This is an optimization exercise on Yosys and OpenROAD, whose aim is small area, a short achievable clock period and few clock cycles per item, not a production implementation.
In this exercise RTL edits were held to simulation tests only and were not proved equivalent to the original.
Power figures rest on the tool's default switching activity, not on a simulated workload.

## synapse_weight_updater
module synapse_weight_updater #(
  parameter int      N_SYN       = 64,
  parameter int      FIFO_DEPTH  = 4,
  parameter logic [snn_pkg::WEIGHT_W-1:0] INIT_WEIGHT = 8'd128,
  parameter logic [snn_pkg::WEIGHT_W-1:0] W_MIN       = 8'd0,
  parameter logic [snn_pkg::WEIGHT_W-1:0] W_MAX       = 8'd255
) (
  input  logic                           clk,
  input  logic                           rst_n,
  input  logic                           upd_valid,
  output logic                           upd_ready,
  input  snn_pkg::addr_t                 upd_addr,
  input  snn_pkg::delta_t                upd_delta,
  input  snn_pkg::addr_t                 rd_addr,
  output snn_pkg::weight_t               rd_data,
  output logic                           busy,
  output logic [31:0]                    applied_count,
  output logic [31:0]                    sat_count,
  output logic [31:0]                    oor_count
);
Size in the first run: about 710 flip-flops, about 130 I/O pins.
Settings: LEC_CHECK=0, CAP_MARGIN=20, CORE_MARGIN=2, CORE_UTILIZATION=50, CTS_CLUSTER_DIAMETER=100, CTS_CLUSTER_SIZE=25, SETUP_SLACK_MARGIN=3.8, SLEW_MARGIN=20; clock period 6.0 ns.
run.sh (not shown) runs the stock make flow with config.mk's settings and CLKGATE_MAP_FILE= SYNTH_SCRIPT=/design/flow/synth_recipe.tcl, a recipe that flattens the netlist after the stock synthesis.
Testbench counts at the start, summed over its fixed seeds: cycles 4,824, items 4,800.
Edit:
--- a/flow/config.mk
+++ b/flow/config.mk
@@ -13 +13 @@
-export SETUP_SLACK_MARGIN = 3.8
+export SETUP_SLACK_MARGIN = 3.6
After rerunning:
- wire length fell by 2.5%
- maximum frequency rises by 6.8%
- final area shrinks by 2.5%
- power is lower by 0.50%
- hold slack improved by 0.0071 ns
- non-clock buffer count is lower by 53
- worst setup slack improves by 0.18 ns
- synthesized cell count is unchanged
- sequential share of layout area climbs by 1.1 points

---

synapse_weight_updater, a different RTL version from the one above (not shown whole).
For scale: about 2700 cells after synthesis, roughly 710 flip-flops.
## synapse_weight_updater
module synapse_weight_updater #(
  parameter int      N_SYN       = 64,
  parameter int      FIFO_DEPTH  = 4,
  parameter logic [snn_pkg::WEIGHT_W-1:0] INIT_WEIGHT = 8'd128,
  parameter logic [snn_pkg::WEIGHT_W-1:0] W_MIN       = 8'd0,
  parameter logic [snn_pkg::WEIGHT_W-1:0] W_MAX       = 8'd255
) (
  input  logic                           clk,
  input  logic                           rst_n,
  input  logic                           upd_valid,
  output logic                           upd_ready,
  input  snn_pkg::addr_t                 upd_addr,
  input  snn_pkg::delta_t                upd_delta,
  input  snn_pkg::addr_t                 rd_addr,
  output snn_pkg::weight_t               rd_data,
  output logic                           busy,
  output logic [31:0]                    applied_count,
  output logic [31:0]                    sat_count,
  output logic [31:0]                    oor_count
);
  snn_pkg::weight_t r_mem [N_SYN];
  logic             r1_app;
  logic             r1_oor;
  logic [7:0]       r1_hi;
  logic [7:0]       r1_lo;
  logic             r1_hit2;    
  logic             r1_hit3;    
  logic [7:0]       r1_delta;
  logic             r2_app;
  logic             r2_oor;
  ...
export LEC_CHECK = 0
export CAP_MARGIN = 20
export CORE_MARGIN = 2
export CORE_UTILIZATION = 40
export CTS_CLUSTER_DIAMETER = 100
export CTS_CLUSTER_SIZE = 25
export SETUP_SLACK_MARGIN = 3.7
export SLEW_MARGIN = 20
create_clock -name core_clock -period 6.0 [get_ports {clk}]
The starting point produced a clean layout.
Testbench counts at the start, summed over its fixed seeds: cycles 4,824, items 4,800.
==> next run, changes <==
- CORE_UTILIZATION: 40 -> 50
- SETUP_SLACK_MARGIN: 3.7 -> 3.6
Outcome: The new run finished clean; worst setup slack improved by 0.14 ns; via count rose by a few percent; clock skew rose by 0.0030 ns; utilization rose by 12 points; design area fell slightly; non-clock buffer count fell by 18; area after synthesis stays the same; sequential share of layout area rose by 0.42 points; die area fell by about a fifth; register-to-register slack improved by 0.05 ns; hold slack got worse by 0.0071 ns.

---

Setup of the baseline:
synapse_weight_updater, a different RTL version from the one above (not shown whole).
For scale: ~3400 cells after synthesis, roughly 700 flip-flops, about 130 I/O pins, ~32000 sq um of cells after synthesis.
## synapse_weight_updater
module synapse_weight_updater #(
  parameter int      N_SYN       = 64,
  parameter int      FIFO_DEPTH  = 4,
  parameter logic [snn_pkg::WEIGHT_W-1:0] INIT_WEIGHT = 8'd128,
  parameter logic [snn_pkg::WEIGHT_W-1:0] W_MIN       = 8'd0,
  parameter logic [snn_pkg::WEIGHT_W-1:0] W_MAX       = 8'd255
) (
  input  logic                           clk,
  input  logic                           rst_n,
  input  logic                           upd_valid,
  output logic                           upd_ready,
  input  snn_pkg::addr_t                 upd_addr,
  input  snn_pkg::delta_t                upd_delta,
  input  snn_pkg::addr_t                 rd_addr,
  output snn_pkg::weight_t               rd_data,
  output logic                           busy,
  output logic [31:0]                    applied_count,
  output logic [31:0]                    sat_count,
  output logic [31:0]                    oor_count
);
clock: 6.0 ns
lec_check: 0
cap_margin: 20
core_margin: 2
core_utilization: 50
cts_cluster_diameter: 100
cts_cluster_size: 25
setup_slack_margin: 3.9
slew_margin: 20
Testbench counts of the baseline, summed over its fixed seeds: cycles 4,824, items 4,800.
### the baseline -> the candidate
- SETUP_SLACK_MARGIN now 3.6, was 3.9
[summary]
Compared with the baseline, the candidate shows a lower first-pass GRT wire length. Fraction of layout instances using a drive strength above 1 down 2.8 points in the candidate wrt the baseline. Compared the candidate against the baseline; power share of the clock group within noise. Final critical-path share of the clock period for the candidate is higher than for the baseline. [compare] base=the baseline new=the candidate: diode insertion count for antenna repair went up 9, slack of the critical path went down 0.089 ns.

---

## main
RTL: one of the versions met above, not the one the previous note started from.
Size in the first run: ~2900 cells after synthesis, about 710 flip-flops, roughly 130 I/O pins, about 33000 µm² of cells after synthesis.
==> flow/config.mk <==
export PLATFORM = sky130hd
export DESIGN_NAME = synapse_weight_updater
export DESIGN_NICKNAME = synapse_weight_updater
export VERILOG_FILES = /design/flow/design.v
export SDC_FILE = /design/flow/constraint.sdc
export NUM_CORES = 4
export LEC_CHECK = 0
export CAP_MARGIN = 20
export CORE_MARGIN = 2
export CORE_UTILIZATION = 45
export CTS_CLUSTER_DIAMETER = 100
export CTS_CLUSTER_SIZE = 25
export SETUP_SLACK_MARGIN = 3.6
export SLEW_MARGIN = 20
==> flow/constraint.sdc <==
create_clock -name core_clock -period 6.0 [get_ports {clk}]
set_input_delay 1.2000 -clock core_clock [delete_from_list [all_inputs] [get_ports {clk}]]
set_output_delay 1.2000 -clock core_clock [all_outputs]
set_load 0.01 [all_outputs]
Testbench counts of main, summed over its fixed seeds: cycles 4,824, items 4,800.
Relative to main, the following input files were edited for the feature branch:
- CORE_UTILIZATION changed from 45 to 55
The feature branch completed end to end with timing, DRC and antenna clean.
The worst hold slack on main is in line with that on the feature branch.
The feature branch vs main — routed wire length climbed by a few percent
Re final weighted congestion of routability-driven global placement: the feature branch is 0.043 up on main.
Global-route wire length before repair (the feature branch vs. main) increases by a few percent
On aggregate global-route resource usage: between the feature branch and main, it ends up higher for the feature branch.
Relative to main, transition time at the pin with the least slew margin has increased by 0.033 ns in the feature branch.
Power: the feature branch draws more than main

-- static timing again, ports no longer ideal --
In the flow no input, the clock included, has a driving cell. The finished layouts below were timed again as built, in two steps.
Step 1: set_driving_cell puts a clkbuf_16 on clk and a buf_2 on each other input, an assumption about the parent block.
Step 2, shift: input delay + t, output delay - t, t = (earliest + latest rising clock arrival at the registers) / 2. This alone moves slack from input paths to output paths.
Slacks: ideal / step 1 / step 2; pairs: ideal / step 1.
run	t, ns	setup WS [ns]	slew at the worst register clock pin (ns)	worst slew at a driven data input, ns
the first run of note 1	0.664	3.222 / 3.222 / 2.558	0.12 / 0.12	0.13
the second run of note 1	0.677	3.399 / 3.331 / 2.653	0.11 / 0.11	0.19
the first run of note 2	0.691	3.207 / 3.219 / 2.528	0.11 / 0.11	0.10
the second run of note 2	0.673	3.347 / 3.285 / 2.612	0.11 / 0.11	0.28
the baseline	0.672	2.982 / 2.916 / 2.244	0.11 / 0.11	0.18
the candidate	0.677	2.893 / 2.893 / 2.512	0.10 / 0.10	0.09
main	0.684	3.292 / 3.202 / 2.518	0.11 / 0.11	0.27
the feature branch	0.676	3.228 / 3.132 / 2.456	0.12 / 0.12	0.22
After both steps setup and hold are still met in every run listed. The setup slack of main, which loses most, moves by -0.090 ns with the drivers and by -0.774 ns with both steps.
